This design comes from an exercise in tuning for small area, a short achievable clock period and few clock cycles on the open sky130 flow, not from production work.
At most, simulation tests tie the RTL to the original design; equivalence was not proved.
Function not checked in runs 2 and 4: the RTL went through the layout flow alone.
Power figures rest on the tool's default switching activity, not on a simulated workload.

[flow/run.sh]
#!/bin/bash
# standard layout, with plain buf_1 cells as the port buffers, and slow
# low-power inverters and buffer-pairs kept out of timing repair
set -euo pipefail
W=$(pwd)
PLAT_DONT_USE=$(make -s -C "$FLOW_HOME" DESIGN_CONFIG="$W/config.mk" WORK_HOME="$W/orfs" print-DONT_USE_CELLS | sed -n 's/^DONT_USE_CELLS: *//p')
EXTRA="sky130_fd_sc_hd__clkinvlp_2 sky130_fd_sc_hd__clkinvlp_4 sky130_fd_sc_hd__bufbuf_8 sky130_fd_sc_hd__bufbuf_16 sky130_fd_sc_hd__clkdlybuf4s15_1 sky130_fd_sc_hd__clkdlybuf4s15_2 sky130_fd_sc_hd__clkdlybuf4s18_1 sky130_fd_sc_hd__clkdlybuf4s18_2 sky130_fd_sc_hd__clkdlybuf4s25_1 sky130_fd_sc_hd__clkdlybuf4s25_2 sky130_fd_sc_hd__clkdlybuf4s50_1 sky130_fd_sc_hd__clkdlybuf4s50_2"
echo "DONT_USE_CELLS=$PLAT_DONT_USE $EXTRA" > dont_use.log
bash standard.sh finish DONT_USE_CELLS="$PLAT_DONT_USE $EXTRA" BUFFER_PORTS_ARGS="-buffer_cell sky130_fd_sc_hd__buf_1" > standard_flow.log 2>&1
[standard.sh]
#!/bin/bash
# synth_recipe.tcl (not shown) runs the flow's synth.tcl, then flattens the netlist and writes it again
# the make line also repeats each setting of config.mk as NAME=value (left out here)
make -C /OpenROAD-flow-scripts/flow DESIGN_CONFIG=/design/flow/config.mk WORK_HOME=/design/flow/orfs CLKGATE_MAP_FILE= SYNTH_SCRIPT=/design/flow/synth_recipe.tcl "${@:-finish}"
[config.mk]
export PLATFORM = sky130hd
export DESIGN_NAME = cache_top
export DESIGN_NICKNAME = cache_top
export VERILOG_FILES = /design/flow/design.v
export SDC_FILE = /design/flow/constraint.sdc
export NUM_CORES = 4
export LEC_CHECK = 0
export CAP_MARGIN = 20
export CORE_MARGIN = 2
export CORE_UTILIZATION = 45
export CTS_BUF_LIST = sky130_fd_sc_hd__clkbuf_4 sky130_fd_sc_hd__clkbuf_8
export SETUP_SLACK_MARGIN = 2.5
export SLEW_MARGIN = 20
export SYNTH_HIERARCHICAL = 1
[constraint.sdc]
create_clock -name core_clock -period 6.0 [get_ports {clk}]
set_input_delay 1.2000 -clock core_clock [delete_from_list [all_inputs] [get_ports {clk}]]
set_output_delay 1.2000 -clock core_clock [all_outputs]
set_load 0.01 [all_outputs]
[design.v]
package cache_geom_pkg;
    localparam int WORD_W          = 32;
    localparam int WORDS_PER_BLOCK = 4;
    localparam int OFFSET_W     = 2;
    localparam int BLOCK_ADDR_W = 28;     
    localparam int TAG_W        = BLOCK_ADDR_W;
    localparam int BLOCK_W = WORDS_PER_BLOCK * WORD_W;
endpackage
`timescale 1ns/1ps
module cache_tag_store
(
    input  logic                              clk,
    input  logic                              proc_reset,
    input  logic [cache_geom_pkg::TAG_W-1:0]  addr_tag,
    input  logic                              tag_we,
    input  logic                              read_n,       
    output logic [3:0]                        match,        
    output logic [3:0]                        match_rd      
);
    localparam int TAG_W = cache_geom_pkg::TAG_W;
    localparam int NG    = TAG_W / 4;     
    logic             valid;
    logic             invalid;
    logic [TAG_W-1:0] tag;
    logic [TAG_W-1:0] eq;
    logic [NG-1:0]    ne;
    always_ff @(posedge clk)
    begin
        if (proc_reset)
        begin
            valid <= 1'b0;
        end
        else if (tag_we)
        begin
            valid <= 1'b1;
        end
    end
    always_ff @(posedge clk)
    begin
        if (tag_we)
        begin
            tag <= addr_tag;
        end
    end
    assign invalid = !valid;
    for (genvar i = 0; i < TAG_W; i++)
    begin : g_eq
        cache_gate_xnor2 u_eq (.a(addr_tag[i]), .b(tag[i]), .y(eq[i]));
    end
    for (genvar j = 0; j < NG; j++)
    begin : g_ne
        cache_gate_nand4 u_ne (.a(eq[4*j]), .b(eq[4*j+1]), .c(eq[4*j+2]), .d(eq[4*j+3]), .y(ne[j]));
    end
    cache_gate_nor2 u_m0 (.a(ne[0]), .b(ne[1]), .y(match[0]));
    cache_gate_nor2 u_m1 (.a(ne[2]), .b(ne[3]), .y(match[1]));
    cache_gate_nor2 u_m2 (.a(ne[4]), .b(ne[5]), .y(match[2]));
    cache_gate_nor2 u_m3 (.a(ne[6]), .b(invalid), .y(match[3]));
    assign match_rd[2:0] = match[2:0];
    cache_gate_nor3 u_m3_rd (.a(ne[6]), .b(invalid), .c(read_n), .y(match_rd[3]));
endmodule
module cache_gate_xnor2 (input logic a, input logic b, output logic y);
    assign y = !(a ^ b);
endmodule
module cache_gate_nand4 (input logic a, input logic b, input logic c, input logic d, output logic y);
    assign y = !(a && b && c && d);
endmodule
module cache_gate_nor2 (input logic a, input logic b, output logic y);
    assign y = !(a || b);
endmodule
module cache_gate_nor3 (input logic a, input logic b, input logic c, output logic y);
    assign y = !(a || b || c);
endmodule
module cache_gate_a41oi (input logic [3:0] a, input logic b, output logic y);
    assign y = !((&a) || b);
endmodule
module cache_gate_nand4v (input logic [3:0] a, output logic y);
    assign y = !(&a);
endmodule
module cache_gate_nand3 (input logic a, input logic b, input logic c, output logic y);
    assign y = !(a && b && c);
endmodule
module cache_gate_inv (input logic a, output logic y);
    assign y = !a;
endmodule
`timescale 1ns/1ps
module cache_data_store
(
    input  logic                                 clk,
    input  logic [cache_geom_pkg::OFFSET_W-1:0]  addr_offset,
    input  logic                                 proc_write,
    input  logic [cache_geom_pkg::WORD_W-1:0]    wdata,
    input  logic                                 fill_we,
    input  logic [cache_geom_pkg::BLOCK_W-1:0]   fill_block,
    output logic [cache_geom_pkg::BLOCK_W-1:0]   line_block
);
    localparam int W = cache_geom_pkg::WORD_W;
    always_ff @(posedge clk)
    begin
        for (int k = 0; k < cache_geom_pkg::WORDS_PER_BLOCK; k++)
        begin
            if (proc_write && addr_offset == k)
            begin
                line_block[k*W +: W] <= wdata;
            end
            else if (fill_we)
            begin
                line_block[k*W +: W] <= fill_block[k*W +: W];
            end
        end
    end
endmodule
`timescale 1ns/1ps
module cache_controller
(
    input  logic                                     clk,
    input  logic                                     proc_reset,
    input  logic                                     proc_read,
    input  logic                                     proc_write,
    input  logic [cache_geom_pkg::OFFSET_W-1:0]      addr_offset,
    input  logic [3:0]                               match,
    input  logic [3:0]                               match_rd,
    output logic                                     read_n,
    input  logic [cache_geom_pkg::BLOCK_W-1:0]       line_block,
    input  logic [cache_geom_pkg::BLOCK_W-1:0]       mem_rdata,
    input  logic                                     mem_ready,
    output logic                                     fill_we,
    output logic [cache_geom_pkg::WORD_W-1:0]        proc_rdata,
    output logic                                     proc_stall,
    output logic                                     mem_read,
    output logic                                     mem_write,
    output logic [cache_geom_pkg::BLOCK_W-1:0]       mem_wdata
);
    localparam int W = cache_geom_pkg::WORD_W;
    logic line_merged;
    logic hit_n;
    logic req_n;
    logic done_wr;     
    assign read_n  = !proc_read;
    assign req_n   = !(proc_read || proc_write);
    assign done_wr = line_merged && mem_ready;
    cache_gate_nand4v u_hit_n (.a(match), .y(hit_n));
    assign fill_we = mem_ready && hit_n;
    cache_gate_a41oi u_mem_read (.a(match), .b(req_n), .y(mem_read));
    assign mem_write = line_merged;
    assign mem_wdata = line_block;
    always_ff @(posedge clk)
    begin
        if (proc_reset)
        begin
            line_merged <= 1'b0;
        end
        else
        begin
            line_merged <= proc_write && (!hit_n || mem_ready) && !done_wr;
        end
    end
    localparam int NS = 4;
    localparam int SW = W / NS;
    for (genvar sl = 0; sl < NS; sl++)
    begin : g_slice
        logic [cache_geom_pkg::WORDS_PER_BLOCK-1:0]    sel_line;
        logic [cache_geom_pkg::WORDS_PER_BLOCK-1:0]    sel_mem;
        logic [cache_geom_pkg::WORDS_PER_BLOCK*SW-1:0] line_part;
        logic [cache_geom_pkg::WORDS_PER_BLOCK*SW-1:0] mem_part;
        for (genvar k = 0; k < cache_geom_pkg::WORDS_PER_BLOCK; k++)
        begin : g_word
            assign line_part[k*SW +: SW] = line_block[k*W + sl*SW +: SW];
            assign mem_part[k*SW +: SW]  = mem_rdata[k*W + sl*SW +: SW];
        end
        cache_word_decode u_word_decode (
            .addr_offset (addr_offset),
            .mem_ready   (mem_ready),
            .sel_line    (sel_line),
            .sel_mem     (sel_mem)
        );
        cache_word_select #(.SW(SW)) u_word_select (
            .sel_line   (sel_line),
            .sel_mem    (sel_mem),
            .line_block (line_part),
            .mem_rdata  (mem_part),
            .word       (proc_rdata[sl*SW +: SW])
        );
    end
    logic done_mem;
    assign done_mem = mem_ready && (proc_read || line_merged);
    cache_gate_a41oi u_stall (.a(match_rd), .b(done_mem), .y(proc_stall));
endmodule
module cache_word_decode
(
    input  logic [cache_geom_pkg::OFFSET_W-1:0]         addr_offset,
    input  logic                                        mem_ready,
    output logic [cache_geom_pkg::WORDS_PER_BLOCK-1:0]  sel_line,
    output logic [cache_geom_pkg::WORDS_PER_BLOCK-1:0]  sel_mem
);
    logic [1:0] off_n;
    logic       ready_n;
    logic [cache_geom_pkg::WORDS_PER_BLOCK-1:0] sel_line_n;
    logic [cache_geom_pkg::WORDS_PER_BLOCK-1:0] sel_mem_n;
    cache_gate_inv u_off0_n  (.a(addr_offset[0]), .y(off_n[0]));
    cache_gate_inv u_off1_n  (.a(addr_offset[1]), .y(off_n[1]));
    cache_gate_inv u_ready_n (.a(mem_ready),      .y(ready_n));
    for (genvar k = 0; k < cache_geom_pkg::WORDS_PER_BLOCK; k++)
    begin : g_sel
        logic o1;
        logic o0;
        assign o1 = k[1] ? addr_offset[1] : off_n[1];
        assign o0 = k[0] ? addr_offset[0] : off_n[0];
        cache_gate_nand3 u_line_n (.a(ready_n),   .b(o1), .c(o0), .y(sel_line_n[k]));
        cache_gate_nand3 u_mem_n  (.a(mem_ready), .b(o1), .c(o0), .y(sel_mem_n[k]));
        cache_gate_inv   u_line   (.a(sel_line_n[k]), .y(sel_line[k]));
        cache_gate_inv   u_mem    (.a(sel_mem_n[k]),  .y(sel_mem[k]));
    end
endmodule
module cache_word_select
#(
    parameter int SW = 8
)
(
    input  logic [cache_geom_pkg::WORDS_PER_BLOCK-1:0]     sel_line,
    input  logic [cache_geom_pkg::WORDS_PER_BLOCK-1:0]     sel_mem,
    input  logic [cache_geom_pkg::WORDS_PER_BLOCK*SW-1:0]  line_block,
    input  logic [cache_geom_pkg::WORDS_PER_BLOCK*SW-1:0]  mem_rdata,
    output logic [SW-1:0]                                  word
);
    always_comb
    begin
        word = '0;
        for (int k = 0; k < cache_geom_pkg::WORDS_PER_BLOCK; k++)
        begin
            word = word
                 | ({SW{sel_line[k]}} & line_block[k*SW +: SW])
                 | ({SW{sel_mem[k]}} & mem_rdata[k*SW +: SW]);
        end
    end
endmodule
`timescale 1ns/1ps
module cache_top
(
    input  logic                    clk,
    input  logic                    proc_reset,
    input  logic                    proc_read,
    input  logic                    proc_write,
    input  logic [29:0]             proc_addr,
    input  logic [cache_geom_pkg::WORD_W-1:0]       proc_wdata,
    output logic [cache_geom_pkg::WORD_W-1:0]       proc_rdata,
    output logic                    proc_stall,
    output logic                    mem_read,
    output logic                    mem_write,
    output logic [cache_geom_pkg::BLOCK_ADDR_W-1:0] mem_addr,
    output logic [cache_geom_pkg::BLOCK_W-1:0]      mem_wdata,
    input  logic [cache_geom_pkg::BLOCK_W-1:0]      mem_rdata,
    input  logic                    mem_ready
);
    logic [cache_geom_pkg::TAG_W-1:0]    addr_tag;
    logic [cache_geom_pkg::OFFSET_W-1:0] addr_offset;
    logic [3:0]         match;
    logic [3:0]         match_rd;
    logic               read_n;
    logic               fill_we;
    logic [cache_geom_pkg::BLOCK_W-1:0] line_block;
    assign {addr_tag, addr_offset} = proc_addr;
    assign mem_addr = addr_tag;
    cache_tag_store u_tag_store (
        .clk        (clk),
        .proc_reset (proc_reset),
        .addr_tag   (addr_tag),
        .tag_we     (fill_we),
        .read_n     (read_n),
        .match      (match),
        .match_rd   (match_rd)
    );
    cache_data_store u_data_store (
        .clk         (clk),
        .addr_offset (addr_offset),
        .proc_write  (proc_write),
        .wdata       (proc_wdata),
        .fill_we     (fill_we),
        .fill_block  (mem_rdata),
        .line_block  (line_block)
    );
    cache_controller u_controller (
        .clk         (clk),
        .proc_reset  (proc_reset),
        .proc_read   (proc_read),
        .proc_write  (proc_write),
        .addr_offset (addr_offset),
        .match       (match),
        .match_rd    (match_rd),
        .read_n      (read_n),
        .line_block  (line_block),
        .mem_rdata   (mem_rdata),
        .mem_ready   (mem_ready),
        .fill_we     (fill_we),
        .proc_rdata  (proc_rdata),
        .proc_stall  (proc_stall),
        .mem_read    (mem_read),
        .mem_write   (mem_write),
        .mem_wdata   (mem_wdata)
    );
endmodule
==> results of run 1 <==
-- area by class of cell --
type / instances / area [um^2] / area share, %
Tap cell: 280 / 350.3 / 3.339
Sequential cell: 158 / 4725 / 45.02
Timing Repair Buffer: 389 / 1503 / 14.32
Inverter: 46 / 175.2 / 1.669
Clock buffer: 17 / 234.0 / 2.230
Multi-Input combinational cell: 377 / 3371 / 32.12
Clock inverter: 15 / 136.4 / 1.300
-- registers in the layout, summed over array words and instances, names as in the netlist --
register,cells
u_controller.line_merged,1
u_tag_store.tag,28
u_data_store.line_block,128
u_tag_store.valid,1
-- worst max path at each step --
| stage | end | slack [ns] | startpoint |
|---|---|---|---|
| after global routing | proc_rdata[12] | 2.49 | proc_addr[0] |
| after detailed placement | proc_rdata[31] | 1.48 | mem_ready |
| final | proc_stall | 2.56 | proc_addr[17] |
| after floorplan | u_data_store.line_block[100] | 2.62 | proc_addr[29] |
| after global placement | proc_rdata[31] | 1.58 | mem_ready |
| after CTS | proc_rdata[31] | 2.49 | proc_addr[0] |
-- layout by cell type, fill, tap and decap left out, types with 2 or more instances in the layout --
cell and instances:
a22oi_1 110, a22oi_2 18, a41oi_2 2, buf_1 383
buf_2 2, buf_8 2, clkbuf_8 17, clkinv_2 3
clkinv_4 5, dfxtp_1 2, edfxtp_1 156, inv_1 16
inv_2 29, inv_4 2, inv_6 3, mux2_1 2
mux2_2 126, nand2b_4 3, nand3_1 32, nand3b_2 2
nand4_1 40, nor2_1 2, nor2_2 3, xnor2_1 28
-- Yosys stat by module, one instance, submodules excluded, excerpt --
module / cells / cell area [um^2]
cache_data_store: 276 / 5470
cache_controller: 135 / 1031
cache_tag_store: 34 / 897.1
cache_top: 28 / 210.2
cache_gate_a41oi: 1 / 16.27
cache_gate_nor3: 1 / 10.01
cache_gate_xnor2: 1 / 8.758
cache_gate_nand4: 1 / 6.256
cache_gate_nand4v: 1 / 6.256
cache_gate_nand3: 1 / 5.005
cache_gate_inv: 1 / 3.754
cache_gate_nor2: 1 / 3.754
-- cells by family (layout without fill, tap and decap cells) --
| logic type | after synthesis | in the layout | share of synthesized area (%) |
|---|---|---|---|
| compound gates | 132 | 132 | 10.90 |
| xor+xnor | 28 | 28 | 2.495 |
| buf+inv | 249 | 467 | 18.27 |
| mux | 129 | 129 | 14.82 |
| flops | 158 | 158 | 48.07 |
| simple gates | 88 | 88 | 5.449 |
-- worst max-delay path: stages --
cell and delay [ns]:
buf_1 0.19, xnor2_1 0.15, nand4_1 0.19, nor2_2 0.24, a41oi_2 0.12, buf_1 0.15
-- power by group through the flow --
stage / Combinational [mW] / Clock (mW) / Sequential (mW)
6_report: 0.518 / 0.790 / 1.41
5_1_grt: 0.565 / 0.840 / 1.42
4_1_cts: 0.516 / 0.806 / 1.41
3_5_place_dp: 0.511 / 0 / 1.44
3_3_place_gp: 0.505 / 0 / 1.43
2_1_floorplan: 0.426 / 0 / 1.41
-- per-stage QoR --
step	hold slack [ns]	setup WS (ns)
3_5_place_dp	0.4705	1.476
3_3_place_gp	0.4562	1.580
4_1_cts	0.4938	2.494
2_1_floorplan	0.4492	2.621
6_report	0.4901	2.564
5_1_grt	0.5254	2.492
-- cells in the mapped netlist --
| cell type | instances | area share, % |
|---|---|---|
| nand2b_1 | 3 | 0.19 |
| a22oi_1 | 116 | 8.9 |
| nand3_1 | 32 | 1.6 |
| or2_2 | 1 | 0.064 |
| mux2_4 | 1 | 0.15 |
| edfxtp_1 | 156 | 48 |
| mux2_2 | 126 | 14 |
| buf_4 | 165 | 13 |
| inv_1 | 46 | 1.8 |
| and2_2 | 1 | 0.076 |
| nand4_1 | 40 | 2.5 |
| nand3b_2 | 2 | 0.23 |
| a22oi_2 | 12 | 1.5 |
| mux2_1 | 2 | 0.23 |
| buf_2 | 7 | 0.36 |
| dfxtp_1 | 2 | 0.41 |
| nor3b_2 | 1 | 0.13 |
| nand3_2 | 1 | 0.10 |
| o21a_1 | 1 | 0.076 |
| a41oi_2 | 2 | 0.33 |
| nor3b_4 | 1 | 0.19 |
| nor3_2 | 1 | 0.10 |
| o21ba_1 | 1 | 0.10 |
| nor2_1 | 5 | 0.19 |
| buf_6 | 31 | 3.6 |
| xnor2_1 | 28 | 2.5 |
-- metal layers --
metal,share of wire [%],global-route usage (%),vias up
met2,50,40.83,347
li1,-,-,3223
met3,7.2,5.509,41
met4,2.0,7.176,0
met5,0,0,-
met1,41,29.43,3520
-- timing repair --
action,in CTS,in global routing
gates resized for setup,31,27
gates cloned,0,0
setup endpoints to repair,190,130
==> results.json, run 1 <==
{
  "status": "finished clean",
  "grt_max_degree": 34,
  "cp_max_fo": 3,
  "drive_gt1_share_pct": 22.75,
  "swShare_pct": 30.89,
  "numCtsBuffers": 17,
  "layout.nets": 1184,
  "p_int_mw": 1.879,
  "io_buffers": 385,
  "p_switching_mw": 0.8397,
  "syn_inst": 784,
  "die_area_um2": 23040,
  "min_from": "u_tag_store.valid",
  "r2r_start": "u_tag_store.tag[24]",
  "min_to": "u_tag_store.valid",
  "clkTransAtPathRegs_ns": 0.09,
  "cts_tree": "yes",
  "drc": 0,
  "die_x_um": 151.8,
  "drv_slew": 0,
  "grt_overflow_total": 0,
  "finalHoldViolations": 0,
  "reg2regPathDepth": 6,
  "tightest_slew_ns": 1.088,
  "p_comb_share_pct": 19.1,
  "tns_ns": 0,
  "synth_warnings": 10,
  "antenna_cells": 0,
  "vias": 7131,
  "ys_ff_latch": 158,
  "firstDrtPassIters": 5,
  "rrSetupSlack_ns": 3.37,
  "clk_latency_ns": 0.45,
  "grt_pass1_vias": 7081,
  "core_area_um2": 21620,
  "drtIter0Drc": 349,
  "initial_utilization_pct": 45.46,
  "synth_area_um2": 9828,
  "fill_cells": 2067,
  "antenna_found_initial": 0,
  "gp_congestion": 0.8861,
  "seqPwrFrac_pct": 51.9,
  "whs_path_depth": 1,
  "totalPowerFinal_mw": 2.719,
  "cellPowerDensity_nw_per_um2": 259.1,
  "num_rows": 54,
  "leakage_nw": 3.507,
  "timing.final.crit_period_ns": 3.436,
  "fmaxAchievable_mhz": 291.1,
  "ctsHoldBuffers": 0,
  "rr_endpoint": "u_data_store.line_block[95]",
  "synth_area_per_cell_um2": 12.54,
  "ir_worst_vdd_mv": 0.1345,
  "synth.distinct_cells": 26,
  "placed_cells": 1250,
  "clkPwrFrac_pct": 29.0,
  "drtAntennaViolNets": 0,
  "crit_required_ns": 4.80,
  "wl_per_cell_um": 22.22,
  "fin_crit_sh_pct": 57.26,
  "area_delta_synth_final_pct": 6.773,
  "cts_setup_buffers": 0,
  "crit_path_end_kind": "primary output",
  "setup_violations": 0,
  "track_usage_pct": 23.63,
  "maxCapViolations": 0,
  "syn_nets": 979,
  "worstSetupStartpointType": "input port",
  "final_util_pct": 48.54,
  "die_h_um": 151.8,
  "yosysSeqAreaShare_pct": 48.07,
  "hpwl_um": 20270,
  "io_pins": 386,
  "critPathKind": "in2out",
  "final_cells": 1282,
  "skew_ns": 0.01550,
  "crit_arrival_ns": 2.24,
  "min_path_type": "reg2reg",
  "slew_headroom_pct": 27.46,
  "wirelength_um": 28490,
  "vias_per_cell": 5.562,
  "cts_max_level": 4,
  "cts_buffer_depth": 2,
  "root_buffer": "clkbuf_8",
  "fin_area_um2": 10490,
  "grt_pass1_wl_um": 40270,
  "dpl_cell_area_um2": 10030,
  "rsz0062_at_grt": "no",
  "cts.sinks": 158
}
Testbench counts, summed over its fixed seeds: cycles 62,883.
==> inputs of run 2 (changes only) <==
--- a/design.v
+++ b/design.v
@@ -154,7 +154,7 @@
             line_merged <= proc_write && (!hit_n || mem_ready) && !done_wr;
         end
     end
-    localparam int NS = 4;
+    localparam int NS = 2;
     localparam int SW = W / NS;
     for (genvar sl = 0; sl < NS; sl++)
     begin : g_slice
==> results.json, run 2 <==
{
  "status": "finished clean",
  "core_area_um2": 21020,
  "io_pins": 386,
  "clk_latency_ns": 0.45,
  "mostFrequentLayoutCell": "buf_1",
  "ir_worst_vdd_mv": 0.1514,
  "ys.flop_type": "edfxtp_1",
  "top_regs": "u_data_store.line_block x128, u_tag_store.tag x28",
  "die_h_um": 150.4,
  "grt_max_degree": 34,
  "vias": 7026,
  "fmaxAchievable_mhz": 285.4,
  "hpwl_um": 20340,
  "clkTransAtPathRegs_ns": 0.09,
  "wirelength_um": 29900,
  "drv_slew": 0,
  "skew_ns": 0.01435,
  "crit_arrival_ns": 2.30,
  "drtAntennaViolNets": 0,
  "yosysSeqAreaShare_pct": 49.02,
  "track_usage_pct": 24.70,
  "synth_mux_area_share_pct": 15.11,
  "syn_inst": 746,
  "grt_pass1_vias": 7217,
  "ys_top_cells_by_count": "buf_4 (163), edfxtp_1 (156), a22oi_1 (128)",
  "fin_crit_sh_pct": 58.39,
  "vias_per_cell": 5.612,
  "synth_top_area_share_pct": 48.60,
  "io_buffers": 385,
  "ctsHoldBuffers": 0,
  "synth_area_um2": 9638,
  "largest_reg_flops": 128,
  "synth-adder-area-share_pct": 0,
  "min_to": "u_tag_store.valid",
  "synth_xor_xnor_area_share_pct": 2.544,
  "whs_ns": 0.5176,
  "synth_area_leader_cell": "edfxtp_1",
  "num_rows": 53,
  "synth_top_family_by_area": "buffers and inverters",
  "cts_tree": "yes",
  "syn_nets": 941,
  "synth_area_leaders": "edfxtp_1 (49%), mux2_2 (15%), buf_4 (13%)",
  "antenna_found_initial": 0,
  "area_delta_synth_final_pct": 9.464,
  "synth_edf_count": 156,
  "min_from": "u_tag_store.valid",
  "crit_required_ns": 4.80,
  "async_flop_share_pct": 0,
  "reg2regPathDepth": 6,
  "numCtsBuffers": 17,
  "antenna_cells": 0,
  "synth-simple-area-share_pct": 4.725,
  "drtIter0Drc": 431,
  "yosysMostFrequentCell": "buf_4",
  "path_delay_family": "buffers and inverters",
  "synth.distinct_cells": 25,
  "cts_buffer_depth": 2,
  "finalHoldViolations": 0,
  "cp_max_fo": 14,
  "path_cells": "buf_6 -> inv_2 -> nand3_2 -> clkinv_4 -> a22oi_1 -> nand4_1 -> clkbuf_2",
  "initial_utilization_pct": 45.85,
  "tns_ns": 0,
  "synth_compound_area_share_pct": 10.49,
  "layout.nets": 1159,
  "grt_pass1_wl_um": 41310,
  "cts.sinks": 158,
  "die_x_um": 150.4,
  "tightest_slew_ns": 1.066,
  "grt_overflow_total": 0,
  "synth_area_per_cell_um2": 12.92,
  "timing.final.crit_period_ns": 3.503,
  "gp_congestion": 0.8407,
  "cpPeakStageDelay_ns": 0.18,
  "r2r_start": "u_tag_store.tag[23]",
  "rr_endpoint": "u_data_store.line_block[3]",
  "whs_path_depth": 1,
  "leakage_nw": 3.447,
  "critPathKind": "in2out",
  "rrSetupSlack_ns": 3.42,
  "crit_path_end_kind": "primary output",
  "root_buffer": "clkbuf_8",
  "worstSetupStartpointType": "input port",
  "firstDrtPassIters": 5,
  "setup_violations": 0,
  "cp_slowest_cell": "a22oi_1",
  "synth_warnings": 10,
  "drive_gt1_share_pct": 24.77,
  "ys_ff_latch": 158,
  "wl_per_cell_um": 23.88,
  "final_cell_mix": "buf_1 (377), edfxtp_1 (156), mux2_2 (126), a22oi_1 (117), nand4_1 (40)",
  "rsz0062_at_grt": "yes",
  "die_area_um2": 22610,
  "maxCapViolations": 0,
  "slew_headroom_pct": 28.90,
  "drc": 0,
  "min_path_type": "reg2reg",
  "cts_max_level": 4,
  "path_buf_inv": 4,
  "cellPowerDensity_nw_per_um2": 262.5,
  "regMostFlops": "u_data_store.line_block"
}
run 2: how the worst max path moves through the flow:
stage | from | end | slack [ns] | depth (start not counted)
6_report | proc_addr[0] | proc_rdata[10] | 2.50 | 7
5_1_grt | proc_addr[1] | proc_rdata[14] | 2.45 | 7
4_1_cts | mem_ready | proc_rdata[18] | 2.48 | 7
3_5_place_dp | proc_addr[1] | proc_rdata[20] | 1.80 | 6
3_3_place_gp | proc_addr[1] | proc_rdata[20] | 1.84 | 6
2_1_floorplan | proc_addr[29] | u_data_store.line_block[100] | 2.62 | 6
run 2: final cells by class:
type,count,area (um^2)
fillers,1965,10470
flip-flops and latches,158,4725
multi-input cells,361,3338
repair buffers,395,1534
well taps,275,344.1
clock buffers,18,241.5
inverters,24,168.9
clock inverters,14,155.1
repair inverters,7,43.79
run 2: layer usage:
metal,track usage (%),up-vias,wire length [um]
li1,-,3153,-
met1,30.00,3467,11730
met2,42.48,374,15160
met3,6.788,32,2527
met4,8.019,0,480
met5,0,-,0
run 2: logic make-up (layout without fill, tap and decap cells):
| group | count (synthesis) | in the layout |
|---|---|---|
| AO/OA/AOI/OAI | 132 | 132 |
| XOR/XNOR | 28 | 28 |
| buffers and inverters | 227 | 458 |
| flip-flops | 158 | 158 |
| multiplexers | 129 | 129 |
| AND/OR/NAND/NOR | 72 | 72 |
run 2: timing repair:
item | 4_1_cts | 5_1_grt
buffers inserted | 0 | 6
endpoints found under the setup margin | 64 | 130
gates resized for setup | 38 | 76
gates cloned | 0 | 7
run 2: power breakdown:
group	total, mW	switching [mW]	internal (mW)	leakage [nW]
clock	0.829	0.444	0.385	0.210
sequential	1.42	0.0709	1.35	1.56
combinational	0.524	0.322	0.202	1.68
run 2: per-module statistics from Yosys, one instance, submodules excluded, a selection:
module	area (um^2)	cells	flops+latches	times used
cache_gate_nand4v	6.256	1	0	1
cache_gate_xnor2	8.758	1	0	28
cache_gate_inv	3.754	1	0	22
cache_gate_nand4	6.256	1	0	7
cache_gate_a41oi	16.27	1	0	2
cache_top	210.2	28	0	1
cache_gate_nor2	3.754	1	0	4
cache_controller	1031	135	1	1
run 2: worst register-to-register path: cells and delay by family, from the launching register on:
family,cells,cell delay [ns]
and+or+nand+nor,5,1.67
xor gates and xnor gates,1,0.14
DFF,1,0.40
run 2: through the flow:
stage / cells / cell area (um^2) / util [%] / total power, mW / worst slack (ns)
finish: 1252 / 10550 / 50.19 / 2.769 / 2.497
global route: 1252 / 10550 / 50.19 / 2.878 / 2.448
CTS: 1239 / 10260 / 48.80 / 2.763 / 2.484
detailed placement: 1207 / 9798 / 46.61 / 1.938 / 1.800
global placement: 1207 / 9798 / 46.61 / 1.933 / 1.837
floorplan: 746 / 9638 / - / 1.829 / 2.621
==> inputs of run 3 (changes only) <==
--- a/design.v
+++ b/design.v
@@ -154,7 +154,7 @@
             line_merged <= proc_write && (!hit_n || mem_ready) && !done_wr;
         end
     end
-    localparam int NS = 2;
+    localparam int NS = 4;
     localparam int SW = W / NS;
     for (genvar sl = 0; sl < NS; sl++)
     begin : g_slice
--- a/config.mk
+++ b/config.mk
@@ -8,7 +8,9 @@
 export CAP_MARGIN = 20
 export CORE_MARGIN = 2
 export CORE_UTILIZATION = 45
-export CTS_BUF_LIST = sky130_fd_sc_hd__clkbuf_4 sky130_fd_sc_hd__clkbuf_8
+export CTS_BUF_LIST = sky130_fd_sc_hd__clkbuf_8
+export CTS_CLUSTER_DIAMETER = 200
+export CTS_CLUSTER_SIZE = 40
 export SETUP_SLACK_MARGIN = 2.5
 export SLEW_MARGIN = 20
 export SYNTH_HIERARCHICAL = 1
==> results.json, run 3 <==
{
  "ys_ff_latch": 158,
  "numCtsBuffers": 17,
  "tns_ns": 0,
  "whs_ns": 0.4901,
  "antenna_cells": 0,
  "top_regs": "u_data_store.line_block x128, u_tag_store.tag x28",
  "root_buffer": "clkbuf_8",
  "ys.flop_type": "edfxtp_1",
  "synth_edf_count": 156,
  "synth.distinct_cells": 26,
  "synth_area_leaders": "edfxtp_1 (48%), mux2_2 (14%), buf_4 (13%)",
  "crit_path_end_kind": "primary output",
  "min_path_type": "reg2reg",
  "synth_warnings": 10,
  "vias_per_cell": 5.562,
  "firstDrtPassIters": 5,
  "path_cells": "buf_1 -> xnor2_1 -> nand4_1 -> nor2_2 -> a41oi_2 -> buf_1",
  "crit_path_end": "proc_stall",
  "grt_max_degree": 34,
  "cts_buffer_depth": 2,
  "setup_violations": 0,
  "p_switching_mw": 0.8397,
  "track_usage_pct": 23.63,
  "cts_tree": "yes",
  "die_h_um": 151.8,
  "wirelength_um": 28490,
  "p_comb_share_pct": 19.1,
  "clk_latency_ns": 0.45,
  "skew_ns": 0.01550,
  "clkPwrFrac_pct": 29.0,
  "swShare_pct": 30.89,
  "io_pins": 386,
  "synth_area_leader_cell": "edfxtp_1",
  "async_flop_share_pct": 0,
  "clkTransAtPathRegs_ns": 0.09,
  "seq_area_um2": 4725,
  "seqPwrFrac_pct": 51.9,
  "ys_top_cells_by_count": "buf_4 (165), edfxtp_1 (156), mux2_2 (126)",
  "cpPeakStageDelay_ns": 0.24,
  "io_buffers": 385,
  "synth_area_um2": 9828,
  "wl_per_cell_um": 22.22,
  "cts_setup_buffers": 0,
  "r2r_start": "u_tag_store.tag[24]",
  "num_rows": 54,
  "critPathKind": "in2out",
  "die_area_um2": 23040,
  "cts_max_level": 4,
  "cp_slowest_cell": "nor2_2",
  "slew_headroom_pct": 27.46,
  "synth_top_area_share_pct": 47.66,
  "tightest_slew_ns": 1.088,
  "drv_slew": 0,
  "drc": 0,
  "area_delta_synth_final_pct": 6.773,
  "drtAntennaViolNets": 0,
  "crit_required_ns": 4.80,
  "leakage_nw": 3.507,
  "reg2regPathDepth": 6,
  "syn_nets": 979,
  "mostFrequentLayoutCell": "buf_1",
  "syn_inst": 784,
  "timing.final.crit_period_ns": 3.436,
  "largest_reg_flops": 128,
  "cellPowerDensity_nw_per_um2": 259.1,
  "crit_arrival_ns": 2.24,
  "rsz0062_at_grt": "no",
  "ir_worst_vdd_mv": 0.1345,
  "crit_path_frequent_cell": "buf_1",
  "core_area_um2": 21620,
  "grt_pass1_vias": 7081,
  "hpwl_um": 20270,
  "yosysSeqAreaShare_pct": 48.07,
  "status": "finished clean",
  "rrSetupSlack_ns": 3.37,
  "gp_congestion": 0.8861,
  "cp_max_fo": 3,
  "antenna_found_initial": 0,
  "finalHoldViolations": 0,
  "startpoint": "proc_addr[17]",
  "drive_gt1_share_pct": 22.75,
  "drtIter0Drc": 349,
  "rr_endpoint": "u_data_store.line_block[95]",
  "worstSetupStartpointType": "input port",
  "synth_area_per_cell_um2": 12.54,
  "regMostFlops": "u_data_store.line_block",
  "initial_utilization_pct": 45.46,
  "fill_cells": 2067,
  "final_cell_mix": "buf_1 (383), edfxtp_1 (156), mux2_2 (126), a22oi_1 (110), nand4_1 (40)",
  "cts.sinks": 158,
  "multi_input_area_um2": 3371,
  "maxCapViolations": 0,
  "die_x_um": 151.8,
  "grt_overflow_total": 0,
  "yosysMostFrequentCell": "buf_4",
  "fmaxAchievable_mhz": 291.1,
  "p_int_mw": 1.879,
  "fin_crit_sh_pct": 57.26,
  "grt_pass1_wl_um": 40270,
  "ctsHoldBuffers": 0,
  "vias": 7131,
  "layout.nets": 1184
}
## run 3: timing repair
| action | CTS | global route |
|---|---|---|
| endpoints found under the setup margin | 190 | 130 |
| endpoints found under the hold margin | 0 | 0 |
| gates resized for setup | 31 | 27 |
## run 3: critical path: cells and delay by family
kind | cells | cell delay [ns]
and+or+nand+nor | 2 | 0.43
buffers and inverters | 2 | 0.34
AOI/OAI and AO/OA | 1 | 0.12
xor gates and xnor gates | 1 | 0.15
## run 3: logic make-up (layout without fill, tap and decap cells)
family | after synthesis | after routing | synth area share (%)
mux | 129 | 129 | 14.82
compound gates | 132 | 132 | 10.90
buf+inv | 249 | 467 | 18.27
simple gates | 88 | 88 | 5.449
flops | 158 | 158 | 48.07
xor+xnor | 28 | 28 | 2.495
## run 3: power groups by stage
| stage | Sequential [mW] | Clock [mW] | Combinational [mW] |
|---|---|---|---|
| 6_report | 1.41 | 0.790 | 0.518 |
| 5_1_grt | 1.42 | 0.840 | 0.565 |
| 4_1_cts | 1.41 | 0.806 | 0.516 |
| 3_5_place_dp | 1.44 | 0 | 0.511 |
| 3_3_place_gp | 1.43 | 0 | 0.505 |
| 2_1_floorplan | 1.41 | 0 | 0.426 |
## run 3: worst min path at each step
stage                                  from                 to  slack, ns  cells past startpoint
final                     u_tag_store.valid  u_tag_store.valid       0.49                      1
after floorplan           u_tag_store.valid  u_tag_store.valid       0.45                      1
after global routing      u_tag_store.valid  u_tag_store.valid       0.53                      1
after global placement    u_tag_store.valid  u_tag_store.valid       0.46                      1
after detailed placement  u_tag_store.valid  u_tag_store.valid       0.47                      1
after CTS                 u_tag_store.valid  u_tag_store.valid       0.49                      1
## run 3: per-module statistics from Yosys (local to each module, per instance), a selection
module,flip-flops and latches,cell area [um^2]
cache_gate_a41oi,0,16.27
cache_gate_nand4v,0,6.256
cache_gate_nor3,0,10.01
cache_gate_nor2,0,3.754
cache_gate_inv,0,3.754
cache_gate_nand3,0,5.005
cache_top,0,210.2
cache_tag_store,29,897.1
cache_controller,1,1031
cache_gate_xnor2,0,8.758
## run 3: metrics by stage
step | power (mW) | std cells | cell area, um^2 | utilization (%) | setup WS [ns]
2_1_floorplan | 1.836 | 784 | 9828 | - | 2.621
3_3_place_gp | 1.940 | 1250 | 10030 | 46.37 | 1.580
6_report | 2.719 | 1282 | 10490 | 48.54 | 2.564
4_1_cts | 2.732 | 1282 | 10430 | 48.26 | 2.494
5_1_grt | 2.826 | 1282 | 10490 | 48.54 | 2.492
3_5_place_dp | 1.946 | 1250 | 10030 | 46.37 | 1.476
## run 3: area by class of cell
| cell class | instances | area share, % |
|---|---|---|
| Inverter | 46 | 1.669 |
| Multi-Input combinational cell | 377 | 32.12 |
| Clock buffer | 17 | 2.230 |
| Tap cell | 280 | 3.339 |
| Sequential cell | 158 | 45.02 |
| Timing Repair Buffer | 389 | 14.32 |
| Clock inverter | 15 | 1.300 |
## run 3: per-layer routing
metal	GRT usage, %	vias to the layer above	wire [um]
met4	7.176	0	566
li1	-	3223	-
met2	40.83	347	14140
met3	5.509	41	2059
met1	29.43	3520	11720
met5	0	-	0
Testbench counts of run 3, summed over its fixed seeds: cycles 62,883.
==> inputs of run 4 (changes only) <==
--- a/design.v
+++ b/design.v
@@ -94,21 +94,42 @@
     output logic [cache_geom_pkg::BLOCK_W-1:0]   line_block
 );
     localparam int W = cache_geom_pkg::WORD_W;
+    logic [cache_geom_pkg::WORDS_PER_BLOCK-1:0] sel_word;     
+    logic [cache_geom_pkg::WORDS_PER_BLOCK-1:0] sel_fill;     
+    logic [cache_geom_pkg::BLOCK_W-1:0]         next_block;
+    for (genvar k = 0; k < cache_geom_pkg::WORDS_PER_BLOCK; k++)
+    begin : g_word
+        assign sel_word[k] = proc_write && addr_offset == k;
+        assign sel_fill[k] = fill_we && !sel_word[k];
+        cache_word_merge u_merge (
+            .sel_a (sel_word[k]),
+            .a     (wdata),
+            .sel_b (sel_fill[k]),
+            .b     (fill_block[k*W +: W]),
+            .y     (next_block[k*W +: W])
+        );
+    end
     always_ff @(posedge clk)
     begin
         for (int k = 0; k < cache_geom_pkg::WORDS_PER_BLOCK; k++)
         begin
-            if (proc_write && addr_offset == k)
-            begin
-                line_block[k*W +: W] <= wdata;
-            end
-            else if (fill_we)
+            if (sel_word[k] || sel_fill[k])
             begin
-                line_block[k*W +: W] <= fill_block[k*W +: W];
+                line_block[k*W +: W] <= next_block[k*W +: W];
             end
         end
     end
 endmodule
+module cache_word_merge
+(
+    input  logic                               sel_a,
+    input  logic [cache_geom_pkg::WORD_W-1:0]  a,
+    input  logic                               sel_b,
+    input  logic [cache_geom_pkg::WORD_W-1:0]  b,
+    output logic [cache_geom_pkg::WORD_W-1:0]  y
+);
+    assign y = ({cache_geom_pkg::WORD_W{sel_a}} & a) | ({cache_geom_pkg::WORD_W{sel_b}} & b);
+endmodule
 `timescale 1ns/1ps
 module cache_controller
 (
--- a/config.mk
+++ b/config.mk
@@ -8,9 +8,7 @@
 export CAP_MARGIN = 20
 export CORE_MARGIN = 2
 export CORE_UTILIZATION = 45
-export CTS_BUF_LIST = sky130_fd_sc_hd__clkbuf_8
-export CTS_CLUSTER_DIAMETER = 200
-export CTS_CLUSTER_SIZE = 40
+export CTS_BUF_LIST = sky130_fd_sc_hd__clkbuf_4 sky130_fd_sc_hd__clkbuf_8
 export SETUP_SLACK_MARGIN = 2.5
 export SLEW_MARGIN = 20
 export SYNTH_HIERARCHICAL = 1
==> results.json, run 4 <==
{
  "status": "finished clean",
  "final_cell_mix": "buf_1 (358), edfxtp_1 (156), a22o_1 (120), a22oi_1 (82), a22oi_2 (46)",
  "placed_cells": 1255,
  "clkPwrFrac_pct": 28.6,
  "timing.final.crit_period_ns": 3.485,
  "finalHoldViolations": 0,
  "drive_gt1_share_pct": 17.93,
  "swShare_pct": 31.43,
  "wl_per_cell_um": 24.16,
  "setup_violations": 0,
  "worstSetupStartpointType": "input port",
  "cp_max_fo": 8,
  "gp_congestion": 0.8966,
  "ir_worst_vdd_mv": 0.1402,
  "pre_cts_slack_ns": 1.591,
  "synth_warnings": 10,
  "fin_area_um2": 10520,
  "min_path_type": "reg2reg",
  "rsz0062_at_grt": "yes",
  "fmaxAchievable_mhz": 286.9,
  "crit_arrival_ns": 2.29,
  "largest_reg_flops": 128,
  "top_regs": "u_data_store.line_block x128, u_tag_store.tag x28",
  "maxCapViolations": 0,
  "io_buffers": 385,
  "grt_max_degree": 38,
  "grt_pass1_vias": 7513,
  "cts.sinks": 158,
  "dpl_cell_area_um2": 9757,
  "synth_edf_count": 156,
  "antenna_cells": 0,
  "synth_area_um2": 9703,
  "final_cells": 1290,
  "numCtsBuffers": 17,
  "io_pins": 386,
  "fin_crit_sh_pct": 58.09,
  "mostFrequentLayoutCell": "buf_1",
  "p_int_mw": 1.905,
  "p_comb_share_pct": 20.1,
  "die_area_um2": 22750,
  "wirelength_um": 31170,
  "cts_max_level": 4,
  "crit_path_end_kind": "primary output",
  "tightest_slew_ns": 1.111,
  "drtAntennaViolNets": 0,
  "initial_utilization_pct": 46.01,
  "cts_buffer_depth": 2,
  "area_delta_synth_final_pct": 8.446,
  "syn_nets": 998,
  "root_buffer": "clkbuf_8",
  "grt_pass1_wl_um": 43640,
  "layout.nets": 1197,
  "antenna_found_initial": 0,
  "firstDrtPassIters": 5,
  "synth_area_leader_cell": "edfxtp_1",
  "final_util_pct": 49.90,
  "reg2regPathDepth": 8,
  "cts_tree": "yes",
  "fill_cells": 2047,
  "whs_ns": 0.4945,
  "die_x_um": 150.8,
  "clk_latency_ns": 0.46,
  "whs_path_depth": 1,
  "drv_slew": 0,
  "hpwl_um": 21720,
  "leakage_nw": 3.683,
  "slew_headroom_pct": 25.87,
  "synth_area_leaders": "edfxtp_1 (48%), buf_4 (13%), a22o_1 (11%)",
  "critPathKind": "in2out",
  "drc": 0,
  "vias_per_cell": 5.967,
  "seqPwrFrac_pct": 51.3,
  "p_switching_mw": 0.8734,
  "synth_area_per_cell_um2": 12.08,
  "yosysMostFrequentCell": "buf_4",
  "yosysSeqAreaShare_pct": 48.69,
  "ys.flop_type": "edfxtp_1",
  "regMostFlops": "u_data_store.line_block",
  "multi_input_area_um2": 3246,
  "syn_inst": 803,
  "seq_area_um2": 4725,
  "ys_ff_latch": 158,
  "clkTransAtPathRegs_ns": 0.10,
  "crit_required_ns": 4.80,
  "vias": 7697,
  "drtIter0Drc": 601,
  "skew_ns": 0.01916,
  "track_usage_pct": 26.17,
  "synth.distinct_cells": 27,
  "timing.final.ws_setup_ns": 2.515,
  "synth_top_area_share_pct": 48.28,
  "num_rows": 53,
  "totalPowerFinal_mw": 2.779,
  "ys_top_cells_by_count": "buf_4 (163), edfxtp_1 (156), a22o_1 (120)",
  "grt_overflow_total": 0,
  "cellPowerDensity_nw_per_um2": 264.1,
  "tns_ns": 0,
  "die_h_um": 150.8,
  "core_area_um2": 21090,
  "async_flop_share_pct": 0
}
## run 4: cell count changes in the layout (fill, tap and decap cells not counted), sizes merged
cell	change
and2	+3
clkbuf	+30
nor2b	+1
mux2	-128
buf	-22
inv	+5
clkinv	-4
a22o	+128
## run 4: cell families (layout without fill, tap and decap cells)
kind of cell	count (synthesis)	count (layout)	share of synthesized area, %
simple gates	92	92	5.648
mux	1	1	0.1547
flops	158	158	48.69
compound gates	260	260	22.70
xor+xnor	28	28	2.527
buf+inv	264	476	20.28
## run 4: worst max-delay path, stage by stage
cell and delay (ns):
clkbuf_4 0.17, buf_12 0.15, nand3_1 0.09, inv_1 0.28, a22oi_1 0.13, nand4_1 0.12
clkbuf_2 0.14
## run 4: power by group through the flow
| stage | Clock [mW] | Sequential, mW | Combinational, mW |
|---|---|---|---|
| after floorplan | 0 | 1.41 | 0.439 |
| after global placement | 0 | 1.44 | 0.519 |
| after detailed placement | 0 | 1.44 | 0.523 |
| after CTS | 0.806 | 1.42 | 0.531 |
| after global routing | 0.849 | 1.44 | 0.600 |
| final | 0.795 | 1.43 | 0.558 |
## run 4: final timing paths
path | start | to | slack [ns]
worst max-delay path | mem_ready | proc_rdata[0] | 2.51
worst min-delay path | u_tag_store.valid | u_tag_store.valid | 0.49
worst max register to register | u_tag_store.tag[26] | u_data_store.line_block[39] | 3.31
worst min register to register | u_tag_store.valid | u_tag_store.valid | 0.49
## run 4: final cells by class
class | count | share of cell area (%)
clock inverter | 13 | 1.201
multi-input combinational | 381 | 30.84
clock buffer | 19 | 2.426
sequential | 158 | 44.90
inverter | 49 | 2.152
timing repair buffer | 395 | 15.21
tap | 275 | 3.270
## run 4: timing repair
action	4_1_cts	5_1_grt
gates resized for setup	41	98
setup endpoints to repair	71	190
pin swaps	0	1
buffers inserted	0	0
cloned	1	1
hold buffers	0	0
## run 4: layer usage
metal  vias up  track usage, %  routed length, um
met3        44           5.271               2656
met5         -               0                  0
met1      3823           34.21              12260
met2       462           43.45              15530
li1       3368               -                  -
met4         0           9.206                723
## run 4: modules after synthesis (local to each module, per instance), a selection
module	flops+latches	cell area, um^2	cells inside	copies in the design
cache_data_store	128	3944	143	1
cache_controller	1	1031	135	1
cache_gate_nor3	0	10.01	1	1
cache_gate_xnor2	0	8.758	1	28
cache_gate_nand4v	0	6.256	1	1
cache_gate_nand4	0	6.256	1	7
cache_gate_nor2	0	3.754	1	4

## static timing again, ports no longer ideal
The results above use ideal ports. As a check the final layouts listed here were re-extracted and re-timed, cells and wires unchanged.
Step 1 sets driving cells, clkbuf_16 on the clock port and buf_2 on the other inputs (assumed; they add their load-dependent delay and slew).
Step 2 times the ports against the registers' clock, not the clock port: input delays grow and output delays shrink by t, the midpoint of the rising clock arrivals with the driver on.
Slacks: ideal ports / drivers / drivers and shift; pairs: ideal ports / drivers.
run | shift t [ns] | setup slack, ns | latest minus earliest clock arrival (ns)
run 1 | 0.491 | 2.564 / 2.489 / 2.393 | 0.023 / 0.023
run 2 | 0.485 | 2.497 / 2.421 / 2.421 | 0.017 / 0.018
run 3 | 0.491 | 2.564 / 2.489 / 2.393 | 0.023 / 0.023
run 4 | 0.497 | 2.515 / 2.472 / 2.365 | 0.019 / 0.019
After both steps every run listed still meets setup and hold.
